Background: an optimization exercise with open tools, aiming at small area and a short achievable clock period. Do not read the settings as production practice.
Function was checked by simulation only, so behaviour that the tests miss may differ from the original.
Power figures rest on the tool's default switching activity, not on a simulated workload.

==> design/flow/design.v <==
`timescale 1ns/1ps
`default_nettype none
package mips_pkg;
  localparam logic [3:0] alu_add  = 4'd0;
  localparam logic [3:0] alu_sub  = 4'd1;
  localparam logic [3:0] alu_and  = 4'd2;
  localparam logic [3:0] alu_or   = 4'd3;
  localparam logic [3:0] alu_xor  = 4'd4;
  localparam logic [3:0] alu_nor  = 4'd5;
  localparam logic [3:0] alu_slt  = 4'd6;
  localparam logic [3:0] alu_sltu = 4'd7;
  localparam logic [3:0] alu_sll  = 4'd8;
  localparam logic [3:0] alu_srl  = 4'd9;
  localparam logic [3:0] alu_sra  = 4'd10;
endpackage
`default_nettype wire
`timescale 1ns/1ps
`default_nettype none
module alu_a21oi (input logic a1, a2, b1, output logic y);
  assign y = ~((a1 & a2) | b1);
endmodule
module alu_o21ai (input logic a1, a2, b1, output logic y);
  assign y = ~((a1 | a2) & b1);
endmodule
module alu_nand2 (input logic a, b, output logic y);
  assign y = ~(a & b);
endmodule
module alu_nor2 (input logic a, b, output logic y);
  assign y = ~(a | b);
endmodule
module alu_mux2i (input logic a0, a1, s, output logic y);
  assign y = ~(s ? a1 : a0);
endmodule
module alu_carry (
  input  logic        cin,
  input  logic [31:0] g,
  input  logic [31:0] t,
  output logic [32:0] c
);
  logic [32:0] gl [0:6];
  logic [32:0] tl [0:6];
  assign gl[0] = {g, cin};
  assign tl[0] = {t, 1'b0};
  for (genvar k = 1; k <= 6; k++) begin : g_lvl
    localparam int S = 1 << (k - 1);
    for (genvar e = 0; e < 33; e++) begin : g_e
      if (e < S) begin : g_done
        assign gl[k][e] = ~gl[k-1][e];
        assign tl[k][e] = 1'b0;
      end else if (k % 2 == 1) begin : g_odd
        alu_a21oi u_g (.a1(tl[k-1][e]), .a2(gl[k-1][e-S]), .b1(gl[k-1][e]), .y(gl[k][e]));
        if (e >= 2 * S) begin : g_t
          alu_nand2 u_t (.a(tl[k-1][e]), .b(tl[k-1][e-S]), .y(tl[k][e]));
        end else begin : g_not
          assign tl[k][e] = 1'b0;
        end
      end else begin : g_even
        alu_o21ai u_g (.a1(tl[k-1][e]), .a2(gl[k-1][e-S]), .b1(gl[k-1][e]), .y(gl[k][e]));
        if (e >= 2 * S) begin : g_t
          alu_nor2 u_t (.a(tl[k-1][e]), .b(tl[k-1][e-S]), .y(tl[k][e]));
        end else begin : g_not
          assign tl[k][e] = 1'b0;
        end
      end
    end
  end
  assign c = gl[6];
endmodule
module alu_shift (
  input  logic [31:0] d,
  input  logic        fill,
  input  logic [4:0]  shamt,
  output logic [31:0] y_n
);
  logic [31:0] v [0:5];
  logic        f [0:5];
  assign v[0] = d;
  assign f[0] = fill;
  for (genvar j = 0; j < 5; j++) begin : g_lvl
    localparam int S = 1 << j;
    assign f[j+1] = ~f[j];
    for (genvar i = 0; i < 32; i++) begin : g_i
      if (i + S < 32) begin : g_in
        alu_mux2i u_m (.a0(v[j][i]), .a1(v[j][i+S]), .s(shamt[j]), .y(v[j+1][i]));
      end else begin : g_fill
        alu_mux2i u_m (.a0(v[j][i]), .a1(f[j]), .s(shamt[j]), .y(v[j+1][i]));
      end
    end
  end
  assign y_n = v[5];
endmodule
module alu_xbit (
  input  logic a0, b0, c0,     
  input  logic a1, b1, c1,     
  input  logic g,
  input  logic p,
  input  logic nt,
  output logic x0_n,
  output logic x1_n
);
  assign x0_n = ~((g & a0) | (p & b0) | (nt & c0));
  assign x1_n = ~((g & a1) | (p & b1) | (nt & c1));
endmodule
module alu_rbit (
  input  logic x0_n,
  input  logic x1_n,
  input  logic c,
  input  logic sh_n,           
  output logic r
);
  assign r = ~((c ? x1_n : x0_n) & sh_n);
endmodule
module alu (
  input  logic [2:0]  x0_sel,      
  input  logic [2:0]  x1_sel,      
  input  logic        sel_slt,
  input  logic        sel_sltu,
  input  logic        sel_shr,     
  input  logic        sel_shl,     
  input  logic        sub,         
  input  logic        sh_arith,
  input  logic [31:0] a,
  input  logic [31:0] b,
  input  logic [31:0] sh_in,       
  input  logic [4:0]  shamt,
  output logic [31:0] result
);
  logic [31:0] g, t, p, nt;
  logic [32:0] c;
  logic [31:0] sh_n;
  logic [31:0] shb_n;
  logic [31:0] x0_n, x1_n;
  assign g = a & b;
  assign t = a | b;
  assign p = a ^ b;
  assign nt = ~t;
  alu_carry u_carry (.cin(sub), .g(g), .t(t), .c(c));
  alu_shift u_shift (.d(sh_in), .fill(sh_arith & sh_in[31]), .shamt(shamt), .y_n(sh_n));
  for (genvar i = 0; i < 32; i++) begin : g_bit
    assign shb_n[i] = ~((sel_shr & ~sh_n[i]) | (sel_shl & ~sh_n[31-i]));
    alu_xbit u_x (
      .a0(x0_sel[2]), .b0(x0_sel[1]), .c0(x0_sel[0]),
      .a1(x1_sel[2]), .b1(x1_sel[1]), .c1(x1_sel[0]),
      .g(g[i]), .p(p[i]), .nt(nt[i]),
      .x0_n(x0_n[i]), .x1_n(x1_n[i])
    );
  end
  logic base0, k_s, y0_1_n, y0_0_n;
  assign base0  = sub ? ~x1_n[0] : ~x0_n[0];
  assign k_s    = a[31] ^ b[31];
  assign y0_1_n = ~(base0 | (sel_slt & ~k_s));
  assign y0_0_n = ~(base0 | (sel_slt & k_s) | sel_sltu);
  alu_rbit u_r0 (.x0_n(y0_0_n), .x1_n(y0_1_n), .c(c[32]), .sh_n(shb_n[0]), .r(result[0]));
  for (genvar i = 1; i < 32; i++) begin : g_res
    alu_rbit u_r (.x0_n(x0_n[i]), .x1_n(x1_n[i]), .c(c[i]), .sh_n(shb_n[i]), .r(result[i]));
  end
endmodule
`default_nettype wire
`timescale 1ns/1ps
`default_nettype none
module rf_aoi222 (
  input  logic [2:0] s,
  input  logic [2:0] d,
  output logic       y_n
);
  assign y_n = ~|(s & d);
endmodule
module rf_nand2 (
  input  logic a,
  input  logic b,
  output logic y_n
);
  assign y_n = ~(a & b);
endmodule
module rf_and4 (
  input  logic [3:0] a,
  output logic       y
);
  assign y = &a;
endmodule
module rf_and3 (
  input  logic [2:0] a,
  output logic       y
);
  assign y = &a;
endmodule
module rf_nand4 (
  input  logic [3:0] a,
  output logic       y_n
);
  assign y_n = ~&a;
endmodule
module rf_read_bit (
  input  logic [31:1] s,      
  input  logic [31:1] d,      
  input  logic        byp,    
  input  logic        wd,     
  output logic        y
);
  logic [10:0] n;
  logic [2:0]  p;
  logic        m;
  for (genvar g = 0; g < 10; g++) begin : g_aoi
    rf_aoi222 u_aoi (.s(s[3*g+1 +: 3]), .d(d[3*g+1 +: 3]), .y_n(n[g]));
  end
  rf_nand2 u_nand_31  (.a(s[31]), .b(d[31]), .y_n(n[10]));
  rf_nand2 u_nand_byp (.a(byp), .b(wd), .y_n(m));
  rf_and4  u_and_0 (.a(n[3:0]),  .y(p[0]));
  rf_and4  u_and_1 (.a(n[7:4]),  .y(p[1]));
  rf_and3  u_and_2 (.a(n[10:8]), .y(p[2]));
  rf_nand4 u_out   (.a({m, p}), .y_n(y));
endmodule
`default_nettype wire
`timescale 1ns/1ps
`timescale 1ns/1ps
`timescale 1ns/1ps
`timescale 1ns/1ps
`timescale 1ns/1ps
`default_nettype none
module mips_datapath (
  input  logic             clk,
  input  logic             rst_n,
  input  logic             run,
  output logic [29:0]      inst_mem_addr,
  input  logic [31:0]      inst_mem_data,
  output logic [5:0]       opcode,
  output logic [5:0]       fcode,
  input  logic [13:0]      ctrl,
  output logic             data_mem_we,
  output logic [3:0]       data_mem_be,
  output logic [29:0]      data_mem_addr,
  output logic [31:0]      data_mem_wdata,
  input  logic [31:0]      data_mem_rdata
);
  logic       c_write_reg, c_write_mem, c_alu_or_mem, c_mem_partial;
  logic [1:0] c_mem_op;
  logic       c_alu_src_b;
  logic [3:0] c_alu_op;
  logic       c_reg_dst;
  logic [1:0] c_imm_ext;
  assign {c_write_reg, c_write_mem, c_alu_or_mem, c_mem_partial, c_mem_op,
          c_alu_src_b, c_alu_op, c_reg_dst, c_imm_ext} = ctrl;
  logic [29:0] pc;
  logic [31:0] inst_d;
  logic        stall;
  logic        advance;
  assign advance       = run && !stall;
  assign inst_mem_addr = pc;
  always_ff @(posedge clk) begin
    if (!rst_n) begin
      pc     <= '0;
      inst_d <= '0;
    end else if (advance) begin
      pc     <= pc + 30'd1;
      inst_d <= inst_mem_data;
    end
  end
  logic [4:0]  rs_d, rt_d, rd_d;
  assign opcode = inst_d[31:26];
  assign fcode  = inst_d[5:0];
  assign rs_d   = inst_d[25:21];
  assign rt_d   = inst_d[20:16];
  assign rd_d   = inst_d[15:11];
  logic        ex_write_reg, ex_write_mem, ex_alu_or_mem, ex_mem_partial;
  logic [1:0]  ex_mem_op;
  logic [15:0] ex_imm;                       
  logic [31:0] ex_a;
  logic [4:0]  ex_dst;
  logic        ex_a_fwd;                     
  logic        ex_b_fwd;                     
  logic        ex_b_res, ex_b_res_n;         
  logic        ex_b_reg;                     
  logic        ex_b_imm_lo, ex_b_imm_hi;     
  logic        ex_b_fill_lo, ex_b_fill_hi;   
  logic [31:0] ex_bx;                        
  logic [2:0]  ex_x0_sel, ex_x1_sel;          
  logic        ex_sel_slt, ex_sel_sltu, ex_sel_shr, ex_sel_shl;
  logic        ex_sub, ex_sh_arith;
  logic        ex_sh_res, ex_sh_res_rev;     
  logic        ex_sh_reg, ex_sh_reg_rev;     
  logic        mem_write_reg, mem_write_mem, mem_alu_or_mem;
  logic [3:0]  mem_ld_b0;
  logic        mem_ld_b1_l1, mem_ld_b1_l3;
  logic        mem_ld_word;
  logic [3:0]  mem_ld_sign, mem_ld_sign_b;
  logic [31:0] mem_result;
  logic [31:0] mem_store_data;               
  logic [3:0]  mem_be;
  logic [4:0]  mem_dst;
  logic [31:0] mem_wdata;                    
  logic [31:0] regs [1:31];
  logic [31:1] sel_1, sel_2;                 
  logic        byp_1, byp_2;                 
  logic [31:0] rd_data_1, rd_data_2;
  always_ff @(posedge clk) begin
    for (int k = 1; k < 32; k++) begin
      if (mem_write_reg && (mem_dst == 5'(k))) regs[k] <= mem_wdata;
    end
  end
  logic [4:0] rs_next, rt_next;
  assign rs_next = stall ? rs_d : inst_mem_data[25:21];
  assign rt_next = stall ? rt_d : inst_mem_data[20:16];
  always_ff @(posedge clk) begin
    if (!rst_n) begin
      byp_1 <= 1'b0;
      byp_2 <= 1'b0;
    end else if (run) begin
      byp_1 <= ex_write_reg && (ex_dst == rs_next) && (rs_next != 5'd0);
      byp_2 <= ex_write_reg && (ex_dst == rt_next) && (rt_next != 5'd0);
    end
  end
  always_comb begin
    for (int k = 1; k < 32; k++) begin
      sel_1[k] = (rs_d == 5'(k)) && !byp_1;
      sel_2[k] = (rt_d == 5'(k)) && !byp_2;
    end
  end
  for (genvar i = 0; i < 32; i++) begin : g_rd
    logic [31:1] col;
    for (genvar k = 1; k < 32; k++) begin : g_col
      assign col[k] = regs[k][i];
    end
    rf_read_bit u_rd_1 (.s(sel_1), .d(col), .byp(byp_1), .wd(mem_wdata[i]), .y(rd_data_1[i]));
    rf_read_bit u_rd_2 (.s(sel_2), .d(col), .byp(byp_2), .wd(mem_wdata[i]), .y(rd_data_2[i]));
  end
  assign stall = run && ex_alu_or_mem && ex_write_reg &&
                 ((ex_dst == rs_d) || (ex_dst == rt_d));
  logic a_fwd_d, b_fwd_d;
  assign a_fwd_d = (rs_d != 5'd0) && ex_write_reg && (ex_dst == rs_d);
  assign b_fwd_d = (rt_d != 5'd0) && ex_write_reg && (ex_dst == rt_d);
  logic c_lui;
  assign c_lui = c_imm_ext == 2'd2;
  logic c_sll, c_sh_b;
  assign c_sll  = c_alu_op == mips_pkg::alu_sll;
  assign c_sh_b = !c_alu_src_b;
  logic c_op_sum, c_op_and, c_op_or, c_op_xor, c_op_nor;
  assign c_op_sum = (c_alu_op == mips_pkg::alu_add) || (c_alu_op == mips_pkg::alu_sub);
  assign c_op_and = c_alu_op == mips_pkg::alu_and;
  assign c_op_or  = c_alu_op == mips_pkg::alu_or;
  assign c_op_xor = c_alu_op == mips_pkg::alu_xor;
  assign c_op_nor = c_alu_op == mips_pkg::alu_nor;
  logic c_sub;
  assign c_sub = (c_alu_op == mips_pkg::alu_sub) || (c_alu_op == mips_pkg::alu_slt) ||
                 (c_alu_op == mips_pkg::alu_sltu);
  always_ff @(posedge clk) begin
    if (!rst_n) begin
      ex_write_reg  <= 1'b0;
      ex_write_mem  <= 1'b0;
      ex_alu_or_mem <= 1'b0;
      ex_a_fwd      <= 1'b0;
      ex_b_fwd      <= 1'b0;
    end else if (run) begin
      ex_write_reg  <= c_write_reg  && !stall;
      ex_write_mem  <= c_write_mem  && !stall;
      ex_alu_or_mem <= c_alu_or_mem && !stall;
      ex_a_fwd      <= a_fwd_d      && !stall;
      ex_b_fwd      <= b_fwd_d      && !stall;
    end
  end
  always_ff @(posedge clk) begin
    if (run) begin
      ex_mem_partial <= c_mem_partial;
      ex_mem_op      <= c_mem_op;
      ex_imm         <= inst_d[15:0] ^ {16{c_sub}};
      ex_a           <= rd_data_1;
      ex_bx          <= rd_data_2 ^ {32{c_sub}};
      ex_dst         <= c_reg_dst ? rd_d : rt_d;
      ex_b_res       <= !c_alu_src_b && b_fwd_d && !c_sub;
      ex_b_res_n     <= !c_alu_src_b && b_fwd_d && c_sub;
      ex_b_reg       <= !c_alu_src_b && !b_fwd_d;
      ex_b_imm_lo    <= c_alu_src_b && !c_lui;
      ex_b_imm_hi    <= c_alu_src_b && c_lui;
      ex_b_fill_lo   <= c_alu_src_b && c_lui && c_sub;
      ex_b_fill_hi   <= c_alu_src_b && !c_lui && (c_imm_ext == 2'd1 ? c_sub : inst_d[15] ^ c_sub);
      ex_x0_sel      <= {c_op_and || c_op_or, c_op_or || c_op_xor || c_op_sum, c_op_nor};
      ex_x1_sel      <= {c_op_and || c_op_or || c_op_sum, c_op_or || c_op_xor, c_op_nor || c_op_sum};
      ex_sel_slt     <= c_alu_op == mips_pkg::alu_slt;
      ex_sel_sltu    <= c_alu_op == mips_pkg::alu_sltu;
      ex_sel_shr     <= (c_alu_op == mips_pkg::alu_srl) || (c_alu_op == mips_pkg::alu_sra);
      ex_sel_shl     <= c_alu_op == mips_pkg::alu_sll;
      ex_sub         <= c_sub;
      ex_sh_arith    <= c_alu_op == mips_pkg::alu_sra;
      ex_sh_res      <= c_sh_b && b_fwd_d && !c_sll;
      ex_sh_res_rev  <= c_sh_b && b_fwd_d && c_sll;
      ex_sh_reg      <= c_sh_b && !b_fwd_d && !c_sll;
      ex_sh_reg_rev  <= c_sh_b && !b_fwd_d && c_sll;
    end
  end
  logic [31:0] src_a, src_b, alu_b, alu_result;
  assign src_a = ex_a_fwd ? mem_result : ex_a;
  assign src_b = ex_b_fwd ? mem_result : ex_bx;   
  assign alu_b = ({32{ex_b_res}}   & mem_result)
               | ({32{ex_b_res_n}} & ~mem_result)
               | ({32{ex_b_reg}}   & ex_bx)
               | {({16{ex_b_imm_hi}} & ex_imm) | {16{ex_b_fill_hi}},
                  ({16{ex_b_imm_lo}} & ex_imm) | {16{ex_b_fill_lo}}};
  logic [31:0] store_data;
  logic [3:0]  store_be;
  logic [1:0]  store_lo;
  assign store_lo = src_a[1:0] + alu_b[1:0];
  logic       ld_byte, ld_half;
  logic [3:0] ld_b0, ld_sign, lane;
  logic       ld_b1_l1, ld_b1_l3, ld_word;
  assign ld_byte  = ex_alu_or_mem && ex_mem_partial && !ex_mem_op[0];
  assign ld_half  = ex_alu_or_mem && ex_mem_partial && ex_mem_op[0];
  assign ld_word  = ex_alu_or_mem && !ex_mem_partial;
  assign lane     = 4'b0001 << store_lo;
  assign ld_b0    = ({4{ld_byte}} & lane)
                  | ({4{ld_half}} & (store_lo[1] ? 4'b0100 : 4'b0001))
                  | {3'b000, ld_word};
  assign ld_b1_l1 = ld_word || (ld_half && !store_lo[1]);
  assign ld_b1_l3 = ld_half && store_lo[1];
  assign ld_sign  = {4{ex_mem_op[1]}} &
                    (({4{ld_byte}} & lane) | ({4{ld_half}} & (store_lo[1] ? 4'b1000 : 4'b0010)));
  always_comb begin
    store_be   = 4'b1111;
    store_data = src_b;
    if (ex_mem_partial) begin
      if (!ex_mem_op[0]) begin
        store_be   = 4'b0001 << store_lo;
        store_data = {4{src_b[7:0]}};
      end else begin
        store_be   = store_lo[1] ? 4'b1100 : 4'b0011;
        store_data = {2{src_b[15:0]}};
      end
    end
  end
  logic [31:0] sh_in;
  always_comb begin
    for (int i = 0; i < 32; i++) begin
      sh_in[i] = (ex_sh_res     & mem_result[i]) | (ex_sh_res_rev & mem_result[31-i])
               | (ex_sh_reg     & ex_bx[i])      | (ex_sh_reg_rev & ex_bx[31-i]);
    end
  end
  alu alu_unit (
    .x0_sel    (ex_x0_sel),
    .x1_sel    (ex_x1_sel),
    .sel_slt   (ex_sel_slt),
    .sel_sltu  (ex_sel_sltu),
    .sel_shr   (ex_sel_shr),
    .sel_shl   (ex_sel_shl),
    .sub       (ex_sub),
    .sh_arith  (ex_sh_arith),
    .a         (src_a),
    .b         (alu_b),
    .sh_in     (sh_in),
    .shamt     (ex_imm[10:6]),
    .result    (alu_result)
  );
  always_ff @(posedge clk) begin
    if (!rst_n) begin
      mem_write_reg  <= 1'b0;
      mem_write_mem  <= 1'b0;
      mem_alu_or_mem <= 1'b0;
    end else if (run) begin
      mem_write_reg  <= ex_write_reg;
      mem_write_mem  <= ex_write_mem;
      mem_alu_or_mem <= ex_alu_or_mem;
    end
  end
  always_ff @(posedge clk) begin
    if (run) begin
      mem_ld_b0       <= ld_b0;
      mem_ld_b1_l1    <= ld_b1_l1;
      mem_ld_b1_l3    <= ld_b1_l3;
      mem_ld_word     <= ld_word;
      mem_ld_sign     <= ld_sign;
      mem_ld_sign_b   <= ld_sign & {4{ld_byte}};
      mem_result      <= alu_result;
      mem_store_data  <= store_data;
      mem_be          <= store_be;
      mem_dst         <= ex_dst;
    end
  end
  logic        ld_ext, ld_ext_b;
  assign data_mem_we   = run && mem_write_mem;
  assign data_mem_addr = mem_result[31:2];
  assign data_mem_be    = mem_be;
  assign data_mem_wdata = mem_store_data;
  assign ld_ext   = |(mem_ld_sign   & {data_mem_rdata[31], data_mem_rdata[23],
                                       data_mem_rdata[15], data_mem_rdata[7]});
  assign ld_ext_b = |(mem_ld_sign_b & {data_mem_rdata[31], data_mem_rdata[23],
                                       data_mem_rdata[15], data_mem_rdata[7]});
  assign mem_wdata[7:0]   = ({8{!mem_alu_or_mem}}  & mem_result[7:0])
                          | ({8{mem_ld_b0[0]}}     & data_mem_rdata[7:0])
                          | ({8{mem_ld_b0[1]}}     & data_mem_rdata[15:8])
                          | ({8{mem_ld_b0[2]}}     & data_mem_rdata[23:16])
                          | ({8{mem_ld_b0[3]}}     & data_mem_rdata[31:24]);
  assign mem_wdata[15:8]  = ({8{!mem_alu_or_mem}}  & mem_result[15:8])
                          | ({8{mem_ld_b1_l1}}     & data_mem_rdata[15:8])
                          | ({8{mem_ld_b1_l3}}     & data_mem_rdata[31:24])
                          | {8{ld_ext_b}};
  assign mem_wdata[31:16] = ({16{!mem_alu_or_mem}} & mem_result[31:16])
                          | ({16{mem_ld_word}}     & data_mem_rdata[31:16])
                          | {16{ld_ext}};
endmodule
`default_nettype wire
==> design/flow/run.sh <==
#!/bin/bash
# synth_recipe.tcl (not shown) runs the flow's synth.tcl, then flattens the netlist and writes it again
# the make line also repeats each setting of config.mk as NAME=value (left out here)
make -C /OpenROAD-flow-scripts/flow DESIGN_CONFIG=/design/flow/config.mk WORK_HOME=/design/flow/orfs CLKGATE_MAP_FILE= SYNTH_SCRIPT=/design/flow/synth_recipe.tcl finish
==> design/flow/config.mk <==
export PLATFORM = sky130hd
export DESIGN_NAME = mips_datapath
export DESIGN_NICKNAME = mips_datapath
export VERILOG_FILES = /design/flow/design.v
export SDC_FILE = /design/flow/constraint.sdc
export NUM_CORES = 4
export LEC_CHECK = 0
export CAP_MARGIN = 20
export CORE_MARGIN = 2
export CORE_UTILIZATION = 55
export CTS_CLUSTER_DIAMETER = 100
export CTS_CLUSTER_SIZE = 30
export SETUP_SLACK_MARGIN = 3.0
export SLEW_MARGIN = 20
export SYNTH_HIERARCHICAL = 1
export SYNTH_MINIMUM_KEEP_SIZE = 0
==> design/flow/constraint.sdc <==
create_clock -name core_clock -period 6.0 [get_ports {clk}]
set_input_delay 1.2000 -clock core_clock [delete_from_list [all_inputs] [get_ports {clk}]]
set_output_delay 1.2000 -clock core_clock [all_outputs]
set_load 0.01 [all_outputs]
==> run summary <==
[final timing paths]
check                                 from        endpoint  cells after the start
worst max register to register    ex_b_res  mem_result[17]                     16
worst max-delay path              ex_b_res  mem_result[17]                     16
worst min register to register  inst_d[26]      inst_d[26]                      2
worst min-delay path            inst_d[26]      inst_d[26]                      2
[routing by layer]
metal | routed length [µm] | track usage | vias up
met1 | 81000 | 0.544 | 23200
met3 | 37300 | 0.126 | 948
met2 | 104000 | 0.644 | 4396
li1 | - | - | 19000
met5 | 64 | 0 | -
met4 | 23300 | 0.317 | 10
[per-stage QoR]
step	cell area [µm²]	util	total power [W]
finish	68000	0.638	0.0187
CTS	67100	0.629	0.0183
global placement	63800	0.598	0.0138
floorplan	59100	-	0.0124
global route	68000	0.638	0.0191
detailed placement	63800	0.598	0.0138
[power breakdown]
group | switching, W | internal, W
logic | 0.00257 | 0.00142
clock network | 0.00275 | 0.00159
registers | 0.000276 | 0.0100
total | 0.00560 | 0.0131
[cell usage in the layout, fill, tap and decap left out, types with 13 or more instances in the layout]
master / instances
sky130_fd_sc_hd__edfxtp_1: 1191
sky130_fd_sc_hd__a222oi_1: 751
sky130_fd_sc_hd__nand2_1: 392
sky130_fd_sc_hd__buf_4: 300
sky130_fd_sc_hd__mux2i_1: 177
sky130_fd_sc_hd__inv_1: 175
sky130_fd_sc_hd__clkdlybuf4s50_1: 175
sky130_fd_sc_hd__and4_1: 121
sky130_fd_sc_hd__a22oi_1: 97
sky130_fd_sc_hd__nor2_1: 74
sky130_fd_sc_hd__nand4_1: 73
sky130_fd_sc_hd__xor2_1: 72
sky130_fd_sc_hd__nor2_4: 72
sky130_fd_sc_hd__and3_1: 71
sky130_fd_sc_hd__a21oi_2: 61
sky130_fd_sc_hd__dfxtp_1: 57
sky130_fd_sc_hd__a21oi_1: 52
sky130_fd_sc_hd__mux2_2: 51
sky130_fd_sc_hd__clkbuf_16: 51
sky130_fd_sc_hd__ha_1: 44
sky130_fd_sc_hd__a21boi_0: 39
sky130_fd_sc_hd__nor2b_1: 36
sky130_fd_sc_hd__buf_6: 32
sky130_fd_sc_hd__o21ai_2: 28
sky130_fd_sc_hd__buf_12: 27
sky130_fd_sc_hd__nor2_2: 25
sky130_fd_sc_hd__o21ai_1: 25
sky130_fd_sc_hd__o21ai_0: 24
sky130_fd_sc_hd__nand2_2: 22
sky130_fd_sc_hd__mux2_1: 22
sky130_fd_sc_hd__nand3_1: 21
sky130_fd_sc_hd__inv_2: 21
sky130_fd_sc_hd__and2_1: 20
sky130_fd_sc_hd__a21oi_4: 18
sky130_fd_sc_hd__xnor2_1: 17
sky130_fd_sc_hd__a221o_1: 15
sky130_fd_sc_hd__ha_2: 14
sky130_fd_sc_hd__a22oi_2: 13
[critical path, cell delays in order, from the launching register on]
cell and delay (ns):
sky130_fd_sc_hd__edfxtp_1 0.45, sky130_fd_sc_hd__buf_6 0.15, sky130_fd_sc_hd__buf_6 0.13, sky130_fd_sc_hd__buf_12 0.14
sky130_fd_sc_hd__a222oi_1 0.36, sky130_fd_sc_hd__nand2_1 0.20, sky130_fd_sc_hd__inv_2 0.10, sky130_fd_sc_hd__ha_4 0.16
sky130_fd_sc_hd__inv_4 0.05, sky130_fd_sc_hd__a21oi_4 0.15, sky130_fd_sc_hd__o21ai_2 0.11, sky130_fd_sc_hd__a21oi_2 0.21
sky130_fd_sc_hd__o21ai_1 0.12, sky130_fd_sc_hd__a21oi_2 0.13, sky130_fd_sc_hd__inv_1 0.07, sky130_fd_sc_hd__mux2_2 0.25
sky130_fd_sc_hd__nand2_1 0.08
[timing repair]
action	in CTS	in global routing
cloned	4	3
pin swaps	60	87
hold endpoints to repair	0	0
gates resized for setup	150	139
buffers inserted	133	48
setup endpoints to repair	222	74
[cell type report]
cell class	instances	share of cell area
multi-input cells	2602	0.316
inverters	200	0.0112
clock inverters	9	0.00248
well taps	1403	0.0258
repair buffers	560	0.0779
diodes	5	0.000184
clock buffers	56	0.0189
flip-flops and latches	1263	0.547
==> parameters.txt <==
Parameter                              Value

Power
  PwrDens    274 nW/µm²
  Static power due to leakage    between 20 and 25 nW
  VDD IR max    about 0.24 mV

Run status
  Result of the run  no timing/DRC/antenna violations

STA
  Setup violators final    0
  Max Freq    ~320 MHz
  Worst slew margin relative to its limit    0.322
  Hold WS    around 0.48 ns
  Number of max-slew violations in the final report    0
  Worst-case setup margin in the final layout    approximately 2.9 ns
  RSZ-0062 raised after global routing    true
  Share of the clock period used by the worst path    0.521
  Worst-margin pin slew    about 1.0 ns
  Min cycle time layout    around 3.1 ns
  Endpoints failing hold    0
  Final setup TNS    0 ns
  Skew final    just over 0.08 ns

Clock network
  Maximum buffer depth of the clock tree    3
  Clock transition at the registers of the reported paths    0.11 ns
  Clock tree sinks    1263
  Insertion delay of the later-clocked pin in the worst-skew pair    about 0.76 ns
  Master cell of the clock root buffer    sky130_fd_sc_hd__clkbuf_16
  Total clock buffers created by CTS    50
  Cts-stage hold buffer count    0
  CTS tree    done
  H-tree depth    2

Drt
  Routed vias    between 40000 and 50000
  Number of detailed-routing iterations run before antenna repair    15
  Number of nets still failing antenna checks after routing    0
  Initial DRC count    between 10000 and 15000
  Via count normalized by instance count    roughly 7.8
  Post-detailed-route DRC marker count    0
  Overall routed net length    246 mm
  Wirelength per Cell    40.3 µm

Cells and area
  Area added between synthesis and finish    15.5%
  Register area    37200 µm²
  Fraction of final layout cells sized beyond drive strength 1    0.186
  Multi-input gate area    roughly 22000 µm²
  Post-Layout Cell Count    6098
  Final net count    slightly below 5000
  Largest register by flop count    regs
  Fillcell total    roughly 8000
  Number of flip-flops under the largest register name    992

Worst setup path
  Largest fanout on the critical path    5
  Data required time at the worst endpoint    around 6.5 ns
  Worst setup slack for register-to-register paths    ~2.9 ns
  Crit start category    flop
  Arrival time worst endpoint    ~3.6 ns
  CP endpoint kind    flop
  Class of the most critical setup path    flop to flop

Global route
  Via count of the first global-routing pass    approximately 44000
  Total global routing track utilization    0.434
  Largest net degree at the start of global routing    75
  Antenna violations before repair    13
  Remaining global-route overflow    0
  First-pass GRT wire length    between 300 and 400 mm

Placed design
  Placed wire-length estimate    between 100 and 150 mm
  # port buffers    approximately 190
  GP Congestion    1.01
  Number of placed instances with taps included    between 5000 and 6000
  Worst setup timing slack at the placement stage    1.93 ns

Floorplan
  Starting utilization of the core area    0.553
  Floorplan die area    between 100000 and 150000 µm²
  Core region area    107000 µm²
  I/O pin count    between 150 and 200
  Die W    331 µm
  Number of cell rows    120
  Overall die height    331 µm

Logic synthesis
  Ys Warns    18
  Net count of the mapped netlist    around 4400
  Synthesized cell area    roughly 59000 µm²
  Post-Syn Instances    around 4200
  Syn avg cell area    ~14 µm²

Run
  Reported max-cap violation count    0

Min path
  Type of the tightest min-delay check    flop to flop

-- static timing again, ports no longer ideal --
How much do the figures lean on ideal ports? The routed layout below was timed once more, with nothing changed but the port constraints.
Step 1: set_driving_cell puts a clkbuf_16 on clk and a buf_2 on each other input, an assumption about the parent block.
Step 2 adds t to the input delays and takes it off the output delays; t is the mean of the earliest and latest rising clock arrival at the registers after step 1. Input paths then give back, and output paths get back, about the clock's delay inside the block.
Slacks: ideal ports / drivers / drivers and shift; pairs: ideal ports / drivers.
t, ns: 0.803
setup WS [ns]: 2.875 / 2.660 / 2.113
worst setup path after step 2: input to register
After both steps this run still meets setup and hold. The setup slack of this run moves by -0.215 ns with the drivers and by -0.762 ns with both steps.
